This design comes from an exercise in tuning for small area and a short achievable clock period on the open sky130 flow, not from production work. Power is estimated from default activity; no workload was simulated.

==> flow/design.v <==
module sram_aoi222 (
    input  logic a1, a2, b1, b2, c1, c2,
    output logic y
);
    assign y = !((a1 && a2) || (b1 && b2) || (c1 && c2));
endmodule
module sram_aoi22 (
    input  logic a1, a2, b1, b2,
    output logic y
);
    assign y = !((a1 && a2) || (b1 && b2));
endmodule
module sram_andn #(
    parameter int N = 11
) (
    input  logic [N-1:0] t,
    output logic         y_n
);
    assign y_n = &t;
endmodule
module sram_o21a (
    input  logic a1, a2, b1,
    output logic y
);
    assign y = (a1 || a2) && b1;
endmodule
module sram_lane (
    input  logic word_n,
    input  logic byte_n,
    output logic en
);
    assign en = !(word_n || byte_n);
endmodule
module sram_rdbit #(
    parameter int N = 33
) (
    input  logic [N-1:0] sel,
    input  logic [N-1:0] d,
    output logic             y_n
);
    localparam int NG3 = N / 3;
    localparam int REM = N % 3;
    localparam int NT  = NG3 + (REM != 0 ? 1 : 0);
    logic [NT-1:0] t;
    for (genvar g = 0; g < NG3; g++) begin : g_aoi
        sram_aoi222 u_aoi (
            .a1(sel[3*g]),   .a2(d[3*g]),
            .b1(sel[3*g+1]), .b2(d[3*g+1]),
            .c1(sel[3*g+2]), .c2(d[3*g+2]),
            .y(t[g])
        );
    end
    if (REM == 2) begin : g_rem2
        sram_aoi22 u_aoi (
            .a1(sel[3*NG3]),   .a2(d[3*NG3]),
            .b1(sel[3*NG3+1]), .b2(d[3*NG3+1]),
            .y(t[NG3])
        );
    end else if (REM == 1) begin : g_rem1
        assign t[NG3] = !(sel[3*NG3] && d[3*NG3]);
    end
    sram_andn #(.N(NT)) u_or (.t(t), .y_n(y_n));
endmodule
module sram_bank #(
    parameter int ADDR_WIDTH = 5,
    parameter int DATA_WIDTH = 64
) (
    input  logic                    clk,
    input  logic                    rst_n,
    input  logic                    req_valid,
    output logic                    req_ready,
    input  logic                    req_we,
    input  logic [ADDR_WIDTH-1:0]   req_addr,
    input  logic [DATA_WIDTH-1:0]   req_wdata,
    input  logic [DATA_WIDTH/8-1:0] req_be,
    output logic                    rsp_valid,
    input  logic                    rsp_ready,
    output logic [DATA_WIDTH-1:0]   rsp_rdata,
    output logic                    init_busy
);
    localparam int DEPTH = 2 ** ADDR_WIDTH;
    localparam int NB    = DATA_WIDTH / 8;
    localparam int LO    = ADDR_WIDTH / 2;          
    localparam int HI    = ADDR_WIDTH - LO;
    logic [DATA_WIDTH-1:0] mem_q [DEPTH];
    logic                  done_q;
    logic                  done_o_q;
    logic                  done_r_q;
    logic [ADDR_WIDTH-1:0] init_cnt;
    logic                  last_cnt;
    assign last_cnt = &init_cnt;
    always_ff @(posedge clk or negedge rst_n) begin
        if (!rst_n) begin
            done_q   <= 1'b0;
            done_o_q <= 1'b0;
            done_r_q <= 1'b0;
            init_cnt <= '0;
        end else begin
            done_q   <= done_q   || last_cnt;
            done_o_q <= done_o_q || last_cnt;
            done_r_q <= done_r_q || last_cnt;
            if (!done_q) init_cnt <= init_cnt + 1'b1;
        end
    end
    logic rv_q;
    logic rv_r_q;
    assign init_busy = rst_n && !done_o_q;
    logic rv_r_n;
    assign rv_r_n = !rv_r_q;
    sram_o21a u_ready (.a1(rv_r_n), .a2(rsp_ready), .b1(done_r_q), .y(req_ready));
    logic rsp_ld;        
    logic acc;           
    assign rsp_ld = !rv_q || rsp_ready;
    assign acc    = req_valid && rsp_ld;
    logic [ADDR_WIDTH-1:0] w_addr;
    logic [NB-1:0]         w_byte_n;
    logic [DATA_WIDTH-1:0] w_data;
    logic [2**LO-1:0]      w_lo;
    logic [2**HI-1:0]      w_hi;
    logic [DEPTH-1:0]      w_word_n;
    assign w_addr   = done_q ? req_addr : init_cnt;
    assign w_byte_n = done_q ? ~(req_be & {NB{acc && req_we}}) : '0;
    assign w_data   = done_q ? req_wdata : '0;
    always_comb begin
        for (int j = 0; j < 2**LO; j++) w_lo[j] = (w_addr[LO-1:0] == LO'(j));
        for (int k = 0; k < 2**HI; k++) w_hi[k] = (w_addr[ADDR_WIDTH-1:LO] == HI'(k));
        for (int w = 0; w < DEPTH; w++) w_word_n[w] = !(w_lo[w % 2**LO] && w_hi[w / 2**LO]);
    end
    for (genvar w = 0; w < DEPTH; w++) begin : g_word
        for (genvar b = 0; b < NB; b++) begin : g_byte
            logic lane_en;
            sram_lane u_lane (.word_n(w_word_n[w]), .byte_n(w_byte_n[b]), .en(lane_en));
            always_ff @(posedge clk) begin
                if (lane_en) begin
                    mem_q[w][8*b +: 8] <= w_data[8*b +: 8];
                end
            end
        end
    end
    logic                  rd_accept;
    logic [2**LO-1:0]      r_lo;
    logic [2**HI-1:0]      r_hi;
    logic [DEPTH-1:0]      rsel;
    logic [DATA_WIDTH-1:0] rword_n;
    logic [DATA_WIDTH-1:0] rdata_n_q;    
    assign rd_accept = done_q && acc && !req_we;
    always_comb begin
        for (int j = 0; j < 2**LO; j++) r_lo[j] = (req_addr[LO-1:0] == LO'(j));
        for (int k = 0; k < 2**HI; k++) r_hi[k] = (req_addr[ADDR_WIDTH-1:LO] == HI'(k));
        for (int w = 0; w < DEPTH; w++) rsel[w] = r_lo[w % 2**LO] && r_hi[w / 2**LO];
    end
    for (genvar i = 0; i < DATA_WIDTH; i++) begin : g_rd
        logic [DEPTH-1:0] col;
        for (genvar w = 0; w < DEPTH; w++) begin : g_col
            assign col[w] = mem_q[w][i];
        end
        sram_rdbit #(.N(DEPTH)) u_rd (.sel(rsel), .d(col), .y_n(rword_n[i]));
    end
    always_ff @(posedge clk or negedge rst_n) begin
        if (!rst_n) begin
            rsp_valid <= 1'b0;
            rv_q      <= 1'b0;
            rv_r_q    <= 1'b0;
        end else begin
            if (!rsp_valid || rsp_ready) rsp_valid <= rd_accept;
            if (!rv_q      || rsp_ready) rv_q      <= rd_accept;
            if (!rv_r_q    || rsp_ready) rv_r_q    <= rd_accept;
        end
    end
    always_ff @(posedge clk) begin
        if (rsp_ld) rdata_n_q <= rword_n;
    end
    assign rsp_rdata = ~rdata_n_q;
endmodule
Settings: LEC_CHECK=0, CAP_MARGIN=20, CORE_MARGIN=2, CORE_UTILIZATION=60, SETUP_SLACK_MARGIN=2.6, SLEW_MARGIN=20, SYNTH_HIERARCHICAL=1, SYNTH_MINIMUM_KEEP_SIZE=0; clock period 5.0 ns.
standard.sh (not shown) runs the stock make flow with config.mk's settings and CLKGATE_MAP_FILE= SYNTH_SCRIPT=/design/flow/synth_recipe.tcl, a recipe that flattens the netlist after the stock synthesis.
==> flow/flow/run.sh <==
#!/bin/bash
# Standard ORFS layout (the standard.sh) with three changes:
#  - port buffers are sky130_fd_sc_hd__buf_2 cells,
#  - the resizer may swap a cell for one of another footprint,
#  - CTS clusters up to 25 sinks within 80 um and inserts no dummy loads.
# make's full output goes to flow_make.log here; ORFS's per-step logs stay
# under orfs/logs/.
set -euo pipefail
bash standard.sh \
  MATCH_CELL_FOOTPRINT=0 \
  "BUFFER_PORTS_ARGS=-buffer_cell sky130_fd_sc_hd__buf_2" \
  "CTS_ARGS=-sink_clustering_enable -repair_clock_nets -dont_use_dummy_load -sink_clustering_size 25 -sink_clustering_max_diameter 80" \
  finish > flow_make.log 2>&1
Then changed:
--- a/flow/design.v
+++ b/flow/design.v
@@ -17,12 +17,6 @@
     output logic         y_n
 );
     assign y_n = &t;
-endmodule
-module sram_o21a (
-    input  logic a1, a2, b1,
-    output logic y
-);
-    assign y = (a1 || a2) && b1;
 endmodule
 module sram_lane (
     input  logic word_n,
@@ -105,9 +99,7 @@
     logic rv_q;
     logic rv_r_q;
     assign init_busy = rst_n && !done_o_q;
-    logic rv_r_n;
-    assign rv_r_n = !rv_r_q;
-    sram_o21a u_ready (.a1(rv_r_n), .a2(rsp_ready), .b1(done_r_q), .y(req_ready));
+    assign req_ready = done_r_q && (!rv_r_q || rsp_ready);
     logic rsp_ld;        
     logic acc;           
     assign rsp_ld = !rv_q || rsp_ready;
After rerunning: The new run completed with no timing, DRC or antenna violations. Synthesized area does not change. Design area shrinks by 0.47%. Core utilization decreases by 0.33 points. Setup slack loses 120 ps. Final cell count drops by 0.44%. Clock skew grows by 22 ps. Worst hold slack degrades by 150 ps. Routed wire length goes up by 0.77%. Global-route usage goes down by 0.15 points. Combinational power goes down by about 3%. Non-clock buffer count falls by 27. Via count hardly moves. Synthesized cell count does not change. Die area is unchanged.
Function was not checked in any run of this note: the RTL went through the layout flow alone.

what the ideal ports hide:
How much do the figures lean on ideal ports? The routed layouts below were timed once more, with nothing changed but the port constraints.
Step 1 assumes that a clkbuf_16 drives the clock port and a buf_2 every other input.
Step 2 adds t to the input delays and takes it off the output delays; t is the mean of the earliest and latest rising clock arrival at the registers after step 1. Input paths then give back, and output paths get back, about the clock's delay inside the block.
Slacks: ideal / step 1 / step 2; pairs: ideal / step 1.
| run | t (ns) | slack for setup (ns) | worst setup path after step 2 |
|---|---|---|---|
| the first run | 0.784 | 2.532 / 2.492 / 1.735 | input to register |
| the second run | 0.800 | 2.409 / 2.332 / 1.727 | input to register |
After both steps setup and hold are still met in every run listed. For the first run, which loses most, drivers alone change the setup slack by -0.040 ns; drivers and shift together by -0.797 ns.
